What follows belongs to an exercise in optimizing a design on an open flow for small area and a short achievable clock period; a production flow would make more cautious choices.
Only the layout flow was run in this run; the RTL was not checked for function there.
Power and IR drop assume default switching activity.

### design/flow/config.mk
export PLATFORM = sky130hd
export DESIGN_NAME = ex_stage
export DESIGN_NICKNAME = ex_stage
export VERILOG_FILES = /design/flow/design.v
export SDC_FILE = /design/flow/constraint.sdc
export NUM_CORES = 4
export LEC_CHECK = 0
export ABC_AREA = 1
export CAP_MARGIN = 20
export CORE_MARGIN = 2
export CORE_UTILIZATION = 60
export SETUP_SLACK_MARGIN = 2.3
export SLEW_MARGIN = 20
export TNS_END_PERCENT = 5
### design/flow/constraint.sdc
create_clock -name core_clock -period 5.0 [get_ports {clk}]
set_input_delay 1.0000 -clock core_clock [delete_from_list [all_inputs] [get_ports {clk}]]
set_output_delay 1.0000 -clock core_clock [all_outputs]
set_load 0.01 [all_outputs]
### design/flow/design.v
`timescale 1ns/1ps
package ex_isa_pkg;
	localparam logic [6:0] OPC_OP     = 7'b0110011;
	localparam logic [6:0] OPC_OP_IMM = 7'b0010011;
	localparam logic [6:0] OPC_BRANCH = 7'b1100011;
	localparam logic [6:0] OPC_JAL    = 7'b1101111;
	localparam logic [6:0] OPC_JALR   = 7'b1100111;
	localparam logic [6:0] OPC_LUI    = 7'b0110111;
	localparam logic [6:0] OPC_AUIPC  = 7'b0010111;
	localparam logic [2:0] F3_ADD_SUB = 3'b000;
	localparam logic [2:0] F3_SLL     = 3'b001;
	localparam logic [2:0] F3_SLT     = 3'b010;
	localparam logic [2:0] F3_SLTU    = 3'b011;
	localparam logic [2:0] F3_XOR     = 3'b100;
	localparam logic [2:0] F3_SR      = 3'b101;
	localparam logic [2:0] F3_OR      = 3'b110;
	localparam logic [2:0] F3_AND     = 3'b111;
	localparam logic [2:0] F3_BEQ  = 3'b000;
	localparam logic [2:0] F3_BNE  = 3'b001;
	localparam logic [2:0] F3_BLT  = 3'b100;
	localparam logic [2:0] F3_BGE  = 3'b101;
	localparam logic [2:0] F3_BLTU = 3'b110;
	localparam logic [2:0] F3_BGEU = 3'b111;
	typedef struct packed {
		logic [6:0] funct7;
		logic [4:0] rs2;
		logic [4:0] rs1;
		logic [2:0] funct3;
		logic [4:0] rd;
		logic [6:0] opcode;
	} inst_r_t;
	typedef struct packed {
		logic [11:0] imm12;
		logic [4:0]  rs1;
		logic [2:0]  funct3;
		logic [4:0]  rd;
		logic [6:0]  opcode;
	} inst_i_t;
	typedef union packed {
		inst_r_t r;
		inst_i_t i;
	} inst_u;
	typedef enum logic [3:0] {
		ALU_NONE, ALU_ADD, ALU_SUB, ALU_SLL, ALU_SLT, ALU_SLTU,
		ALU_XOR, ALU_SRL, ALU_SRA, ALU_OR, ALU_AND
	} alu_op_e;
	typedef enum logic [2:0] {
		BR_NONE, BR_EQ, BR_NE, BR_LT, BR_GE, BR_LTU, BR_GEU, BR_ALWAYS
	} br_op_e;
endpackage
`timescale 1ns/1ps
package ex_pipe_pkg;
	localparam int XLEN       = 64;
	localparam int SHAMT_W    = 6;
	localparam int REG_ADDR_W = 5;
	typedef struct packed {
		logic                  valid;
		logic [3:0]            alu_op;
		logic [2:0]            br_op;
		logic                  wr_en;
		logic [REG_ADDR_W-1:0] rd;
		logic [XLEN-1:0]       op1;
		logic [XLEN-1:0]       op2;
		logic [XLEN-1:0]       jump_base;
		logic [XLEN-1:0]       jump_offset;
	} ex_req_t;
	typedef struct packed {
		logic                  valid;
		logic                  wr_en;
		logic [REG_ADDR_W-1:0] rd;
		logic [XLEN-1:0]       data;
	} ex_wb_t;
	typedef struct packed {
		logic            en;
		logic [XLEN-1:0] addr;
	} ex_jump_t;
endpackage
`timescale 1ns/1ps
`timescale 1ns/1ps
module ex_prefix #(
	parameter int W    = 64,
	parameter int ARCH = 0
) (
	input  logic [W-1:0] g,
	input  logic [W-1:0] p,
	input  logic         cin,
	output logic [W-1:0] c
);
	localparam int L = $clog2(W);
	logic [W-1:0] gl [0:2*L];
	logic [W-1:0] pl [0:2*L];
	always_comb begin
		for (int l = 0; l <= 2*L; l++) begin
			gl[l] = '0;
			pl[l] = '0;
		end
		gl[0]    = g;
		pl[0]    = p;
		gl[0][0] = g[0] | (p[0] & cin);
		if (ARCH == 0) begin
			for (int l = 0; l < L; l++) begin
				gl[l+1] = gl[l];
				pl[l+1] = pl[l];
				for (int i = 0; i < W; i++) begin
					if (((i >> l) & 1) == 1) begin
						gl[l+1][i] = gl[l][i] | (pl[l][i] & gl[l][((i >> l) << l) - 1]);
						pl[l+1][i] = pl[l][i] & pl[l][((i >> l) << l) - 1];
					end
				end
			end
			c = gl[L];
		end else if (ARCH == 1) begin
			for (int l = 0; l < L; l++) begin
				gl[l+1] = gl[l];
				pl[l+1] = pl[l];
				for (int i = 0; i < W; i++) begin
					if (i >= (1 << l)) begin
						gl[l+1][i] = gl[l][i] | (pl[l][i] & gl[l][i - (1 << l)]);
						pl[l+1][i] = pl[l][i] & pl[l][i - (1 << l)];
					end
				end
			end
			c = gl[L];
		end else begin
			for (int l = 0; l < L; l++) begin
				gl[l+1] = gl[l];
				pl[l+1] = pl[l];
				for (int i = 0; i < W; i++) begin
					if ((i % (2 << l)) == (2 << l) - 1) begin
						gl[l+1][i] = gl[l][i] | (pl[l][i] & gl[l][i - (1 << l)]);
						pl[l+1][i] = pl[l][i] & pl[l][i - (1 << l)];
					end
				end
			end
			for (int l = L - 2; l >= 0; l--) begin
				gl[2*L-1-l] = gl[2*L-2-l];
				pl[2*L-1-l] = pl[2*L-2-l];
				for (int i = 0; i < W; i++) begin
					if ((i % (2 << l)) == (1 << l) - 1 && i >= (2 << l)) begin
						gl[2*L-1-l][i] = gl[2*L-2-l][i] | (pl[2*L-2-l][i] & gl[2*L-2-l][i - (1 << l)]);
						pl[2*L-1-l][i] = pl[2*L-2-l][i] & pl[2*L-2-l][i - (1 << l)];
					end
				end
			end
			c = gl[2*L-1];
		end
	end
endmodule
`timescale 1ns/1ps
`timescale 1ns/1ps
module ex_stage (
	input  logic        clk,
	input  logic        rst_i,
	input  logic        valid_i,
	input  logic [31:0] inst_i,
	input  logic [63:0] op1_i,
	input  logic [63:0] op2_i,
	input  logic [63:0] jump_base_i,
	input  logic [63:0] jump_offset_i,
	input  logic        reg_wr_en_i,
	input  logic [4:0]  reg_wr_addr_i,
	output logic        out_valid_o,
	output logic        reg_wr_en_o,
	output logic [4:0]  reg_wr_addr_o,
	output logic [63:0] reg_wr_data_o,
	output logic        jump_en_o,
	output logic [63:0] jump_addr_o
);
	parameter int LO   = 32;
	parameter int ARCH = 0;
	localparam int HI = 64 - LO;
	logic [6:0] opc;
	logic [2:0] f3;
	logic       b30;
	logic       is_op, is_opi, is_alu, is_br, is_jmp, is_add;
	assign opc    = inst_i[6:0];
	assign f3     = inst_i[14:12];
	assign b30    = inst_i[30];
	assign is_op  = opc == 7'b0110011;
	assign is_opi = opc == 7'b0010011;
	assign is_alu = is_op | is_opi;
	assign is_br  = opc == 7'b1100011;
	assign is_jmp = (opc == 7'b1101111) | (opc == 7'b1100111);
	assign is_add = is_jmp | (opc == 7'b0110111) | (opc == 7'b0010111);
	logic op_sum, op_sub, op_slt, op_sltu, op_sh, op_sll, op_sra, op_lg;
	assign op_sum  = is_add | (is_alu & (f3 == 3'b000));
	assign op_sub  = is_op & (f3 == 3'b000) & b30;
	assign op_slt  = is_alu & (f3 == 3'b010);
	assign op_sltu = is_alu & (f3 == 3'b011);
	assign op_sh   = is_alu & (f3[1:0] == 2'b01);
	assign op_sll  = is_alu & (f3 == 3'b001);
	assign op_sra  = is_alu & (f3 == 3'b101) & b30;
	assign op_lg   = is_alu & f3[2] & (f3[1:0] != 2'b01);
	logic [63:0] a, b;
	assign a = op1_i;
	assign b = op2_i;
	logic [63:0] pa, ga, gs;
	assign pa = a ^ b;
	assign ga = a & b;
	assign gs = a & ~b;
	logic [LO-1:0] ca, cs, sum_lo;
	logic          c_lo;
	ex_prefix #(.W(LO), .ARCH(ARCH)) u_add_lo (
		.g   (ga[LO-1:0]),
		.p   (pa[LO-1:0]),
		.cin (1'b0),
		.c   (ca)
	);
	ex_prefix #(.W(LO), .ARCH(ARCH)) u_sub_lo (
		.g   (gs[LO-1:0]),
		.p   (~pa[LO-1:0]),
		.cin (1'b1),
		.c   (cs)
	);
	assign sum_lo = op_sub ? (~pa[LO-1:0] ^ {cs[LO-2:0], 1'b1}) :
	                         (pa[LO-1:0] ^ {ca[LO-2:0], 1'b0});
	assign c_lo   = op_sub ? cs[LO-1] : ca[LO-1];
	logic [HI-1:0] cc_hi;
	logic          lt_u, lt_s, eq, taken;
	ex_prefix #(.W(HI), .ARCH(ARCH)) u_cmp_hi (
		.g   (gs[63:LO]),
		.p   (~pa[63:LO]),
		.cin (cs[LO-1]),
		.c   (cc_hi)
	);
	assign lt_u = ~cc_hi[HI-1];
	assign lt_s = pa[63] ? a[63] : lt_u;
	assign eq   = ~|pa;
	always_comb begin
		case (f3)
			3'b000:  taken = eq;
			3'b001:  taken = ~eq;
			3'b100:  taken = lt_s;
			3'b101:  taken = ~lt_s;
			3'b110:  taken = lt_u;
			3'b111:  taken = ~lt_u;
			default: taken = 1'b0;
		endcase
		taken = (is_br & taken) | is_jmp;
	end
	logic [63:0] lg;
	always_comb begin
		case (f3[1:0])
			2'b00:   lg = pa;
			2'b10:   lg = pa | ga;
			default: lg = ga;
		endcase
	end
	logic        fill;
	logic [63:0] xs;
	assign fill = op_sra & a[63];
	always_comb begin
		for (int i = 0; i < 64; i++) xs[i] = op_sll ? a[63-i] : a[i];
	end
	logic [63:0] jp, jc;
	assign jp = jump_base_i ^ jump_offset_i;
	ex_prefix #(.W(64), .ARCH(ARCH)) u_tgt (
		.g   (jump_base_i & jump_offset_i),
		.p   (jp),
		.cin (1'b0),
		.c   (jc)
	);
	logic          v1, we1;
	logic [4:0]    rd1;
	logic [63:0]   p1;
	logic [HI-1:0] g1;
	logic          c1, ltb1, tk1;
	logic          shlo1, shhi1, sumhi1, sll1, fill1;
	logic [5:0]    sh1;
	logic [63:0]   tgt1;
	always_ff @(posedge clk) begin
		v1     <= ~rst_i & valid_i;
		we1    <= ~rst_i & valid_i & reg_wr_en_i;
		rd1    <= reg_wr_addr_i;
		if (op_sh)      p1 <= xs;
		else if (op_lg) p1 <= lg;
		else            p1 <= {pa[63:LO] ^ {HI{op_sub}}, sum_lo};
		g1     <= op_sub ? gs[63:LO] : ga[63:LO];
		c1     <= c_lo;
		ltb1   <= (op_slt & lt_s) | (op_sltu & lt_u);
		tk1    <= taken;
		shlo1  <= op_sh | op_lg | op_sum;
		shhi1  <= op_sh | op_lg;
		sumhi1 <= op_sum;
		sll1   <= op_sll;
		fill1  <= fill;
		sh1    <= op_sh ? b[5:0] : 6'd0;
		tgt1   <= jp ^ {jc[62:0], 1'b0};
	end
	logic [HI-1:0] c_hi, sum_hi;
	ex_prefix #(.W(HI), .ARCH(ARCH)) u_add_hi (
		.g   (g1),
		.p   (p1[63:LO]),
		.cin (c1),
		.c   (c_hi)
	);
	assign sum_hi = p1[63:LO] ^ {c_hi[HI-2:0], c1};
	logic [63:0] shr, shres;
	always_comb begin
		shr = p1;
		if (sh1[0]) shr = {{1{fill1}},  shr[63:1]};
		if (sh1[1]) shr = {{2{fill1}},  shr[63:2]};
		if (sh1[2]) shr = {{4{fill1}},  shr[63:4]};
		if (sh1[3]) shr = {{8{fill1}},  shr[63:8]};
		if (sh1[4]) shr = {{16{fill1}}, shr[63:16]};
		if (sh1[5]) shr = {{32{fill1}}, shr[63:32]};
		for (int i = 0; i < 64; i++) shres[i] = sll1 ? shr[63-i] : shr[i];
	end
	logic [63:0] result;
	always_comb begin
		result[LO-1:0] = {LO{shlo1}} & shres[LO-1:0];
		result[63:LO]  = ({HI{shhi1}} & shres[63:LO]) | ({HI{sumhi1}} & sum_hi);
		result[0]      = result[0] | ltb1;
	end
	always_ff @(posedge clk) begin
		out_valid_o   <= ~rst_i & v1;
		reg_wr_en_o   <= ~rst_i & we1;
		jump_en_o     <= ~rst_i & v1 & tk1;
		reg_wr_addr_o <= rd1;
		reg_wr_data_o <= result;
		jump_addr_o   <= tk1 ? tgt1 : '0;
	end
endmodule
### design/flow/flow/run.sh
#!/bin/bash
# Standard layout, with plain buf_1 cells as the port buffers.
bash standard.sh BUFFER_PORTS_ARGS="-buffer_cell sky130_fd_sc_hd__buf_1" > standard.log 2>&1
### design/flow/standard.sh
#!/bin/bash
# synth_recipe.tcl (not shown) runs the flow's synth.tcl, then flattens the netlist and writes it again
# the make line also repeats each setting of config.mk as NAME=value (left out here)
make -C /OpenROAD-flow-scripts/flow DESIGN_CONFIG=/design/flow/config.mk WORK_HOME=/design/flow/orfs CLKGATE_MAP_FILE= SYNTH_SCRIPT=/design/flow/synth_recipe.tcl "${@:-finish}"
==> notes.md <==
Clk pin slew, worst setup/hold paths ~60 ps; Most Used Layer, Global Route met2; flops & latches, synth approximately 320; setup_tns 0 ps; multi-input logic area approximately 17,000 um^2; H-Tree Level Count 2; Root Buffer clkbuf_16; CTS Buf Count 35; Pwr Density around 260 nW/um^2; Setup Skew 20.7 ps; met1 Use GR about half; most frequent cells in the layout nand2_1, inv_1, buf_1, dfxtp_1, nor2_1; Worst EP required between 5000 and 6000 ps; min cycle time layout 2880 ps; DP Area 26,800 um^2; global-route wire length before repair around 130,000 um; Placed Cells 4,592; CP Class input pin to register; Max Fanout on Critical Path 3; final instance area approximately 29,000 um^2; fill count about 3,800; largest net degree at the start of global routing between 90 and 100; status finished clean; CP startpoint kind input pin; vias in the first global route ~24,000; Antenna Nets Post-Route 0; antenna violations before repair 7; commonest non-fill, non-tap cell in the layout nand2_1; input/output buffers around 410; Seq/Total Area, Yosys about a quarter; VDD IR max around 0.23 mV; Die ar. between 40,000 and 50,000 um^2; Critical Path End Type register; Max Cap Viol 0; Die H 209 um; Slew headroom roughly a quarter; hold buffer count at cts 0; Detail Placement HPWL 60,400 um; fmax ~0.35 GHz; All-Layer GR Usage a little over a third; Routed WL slightly above 80,000 um; Unique masters post-synth 62; clock latency (worst-skew pair) roughly 560 ps; layout cell share with drive strength beyond 1 between 10% and 20%; Net Count, Synth approximately 4,400; GRT Residual Overflow 0; RSZ-0062 raised after global routing true; TritonCTS clock tree built; final worst path period share around 58%; Min Hold Slack 327 ps; drt first pass iters 6; Hold Vio Cnt, Final 0; Final #Nets about 4,700; clk buf depth 3; Die Span X 209 um; area of the core 41,700 um^2; number of synthesized flops with an enable pin 0; leakage power 14.4 nW; post-synthesis to final-layout area growth 16.9%; yosys warns 7; initial core utilization approximately three fifths; Cells after Synth ~3,800; max-slew violation count 0; post-DR vias/cell approximately 5.7; I/O pin count 433; Storage cell area approximately 6300 um^2; Global Route met3 Usage under 10%; Sinks on Clock Net 316; Core Rows 75; Post-Layout Cell Count roughly 4,700; synthesized cell area 25,200 um^2; hold crit path type register to register; drt drc 0; Worst Path Arrival 3310 ps; Avg Inst Size Synth between 6 and 7 um^2; asr flop ratio synth 0%; 1st-iter DRT viols around 3,000; final setup violation count 0; Vias around 27,000; M2 GR Usage between 50 and 60%; top_reg_cell synth dfxtp_1; global placement routability congestion approximately 1.0; wire per inst approximately 17 um; Least-Margin Pin Slew approximately 1100 ps
## metrics by stage
step           power (mW)  setup WS [ps]  utilization [%]
5_1_grt              8.07           2050             70.7
3_5_place_dp         4.90           1030             64.4
2_1_floorplan        4.28           1680                -
3_3_place_gp         4.88           1090             64.4
4_1_cts              7.56           2130             69.2
6_report             7.69           2120             70.7
## sequential cells by signal, indices dropped and copies added (netlist names), 5 cells and up
| signal | flops |
|---|---|
| p1 | 64 |
| g1 | 31 |
| reg_wr_data_o | 64 |
| sh1 | 6 |
| jump_addr_o | 64 |
| rd1 | 5 |
| reg_wr_addr_o | 5 |
| tgt1 | 64 |
## worst paths after layout
check	slack, ps	endpoint	cells after the start	start
hold / removal	330	reg_wr_addr_o[2]$_DFF_P_	0	rd1[2]$_DFF_P_
hold reg to reg	330	reg_wr_addr_o[2]$_DFF_P_	0	rd1[2]$_DFF_P_
setup reg to reg	2330	reg_wr_data_o[46]$_DFF_P_	14	sh1[0]$_SDFF_PN0_
setup / recovery	2120	p1[13]$_DFF_P_	18	op2_i[0]
## critical path, stage by stage
cell      delay [ps]
buf_8             80
ha_4             120
inv_2             40
fa_2             340
inv_2             90
a21oi_4           60
o21bai_4         170
nand4_1          130
nand2_2          110
buf_4            130
buf_4            110
nand3_1           70
nand2_1          100
xor2_1           200
nand2_1           80
a21oi_1          150
nor2_1            70
a31oi_1          260
## per-layer routing
metal  part of all wire, %  vias up
li1                      -    13191
met2                    43     1261
met4                   4.2        2
met3                   9.4      204
met1                    43    12076
met5                 0.013        -
## report_power, final
group / internal (mW) / switching, mW
logic: 0.833 / 1.44
registers: 2.75 / 0.121
clock network: 1.50 / 1.04
total: 5.08 / 2.60
## logic make-up (layout without fill, tap and decap cells)
kind of cell	after synthesis	count (layout)	share of synthesized area [%]
AOI/OAI and AO/OA	908	908	20.9
adders and majority gates	275	275	14.1
DFF	316	316	25.1
xor gates and xnor gates	61	61	2.12
buffers and inverters	654	1019	10.6
muxes	37	37	1.47
and+or+nand+nor	1550	1551	25.7
other	0	7	0
## cell type report
type	count	area share (%)
sequential	316	21.5
antenna	7	0.0594
inverter	463	5.99
clock buffer	44	3.32
timing repair buffer	497	8.38
timing repair inverter	1	0.0255
clock inverter	14	0.531
multi-input combinational	2832	57.9
tap	539	2.29
## cells in the mapped netlist (14+ instances only)
master / count / share of area, %
o21ai_1: 171 / 3.4
nand3_2: 15 / 0.60
nor3_1: 20 / 0.40
a21oi_2: 19 / 0.66
xnor2_1: 14 / 0.49
clkbuf_1: 109 / 1.6
o221ai_1: 43 / 1.5
nand2_2: 23 / 0.57
inv_2: 28 / 0.42
nand3_1: 212 / 4.2
o21bai_1: 17 / 0.51
nand2_1: 935 / 14
nor2_1: 288 / 4.3
mux2i_1: 37 / 1.5
a21oi_1: 280 / 5.6
inv_1: 433 / 6.4
xor2_1: 47 / 1.6
dfxtp_1: 316 / 25
ha_1: 259 / 13
o21ai_0: 193 / 3.8
a31oi_1: 24 / 0.60
buf_2: 43 / 0.85
buf_6: 14 / 0.63
a211oi_1: 62 / 1.8
buf_1: 15 / 0.22
o22ai_1: 28 / 0.69
fa_1: 16 / 1.3
o211ai_1: 34 / 1.0
## timing repair
action	CTS	global route
setup endpoints to repair	158	176
resized for setup	171	92
setup buffers	26	24
pin swaps	35	30
gates cloned	1	5

afterwards: timing with drivers on the ports:
The results above use ideal ports. As a check the final layout listed here was re-extracted and re-timed, cells and wires unchanged.
Step 1 sets driving cells, clkbuf_16 on the clock port and buf_2 on the other inputs (assumed; they add their load-dependent delay and slew).
Step 2, shift: input delay + t, output delay - t, t = (earliest + latest rising clock arrival at the registers) / 2. This alone moves slack from input paths to output paths.
Three values: no drivers, after step 1, after step 2; two values: the first two.
shift t [ns]: 0.601
setup WS [ns]: 2.115 / 2.093 / 1.492
worst data-port slew with drivers (ns): 0.10
After both steps this run still meets setup and hold. For this run, drivers alone change the setup slack by -0.022 ns; drivers and shift together by -0.623 ns.
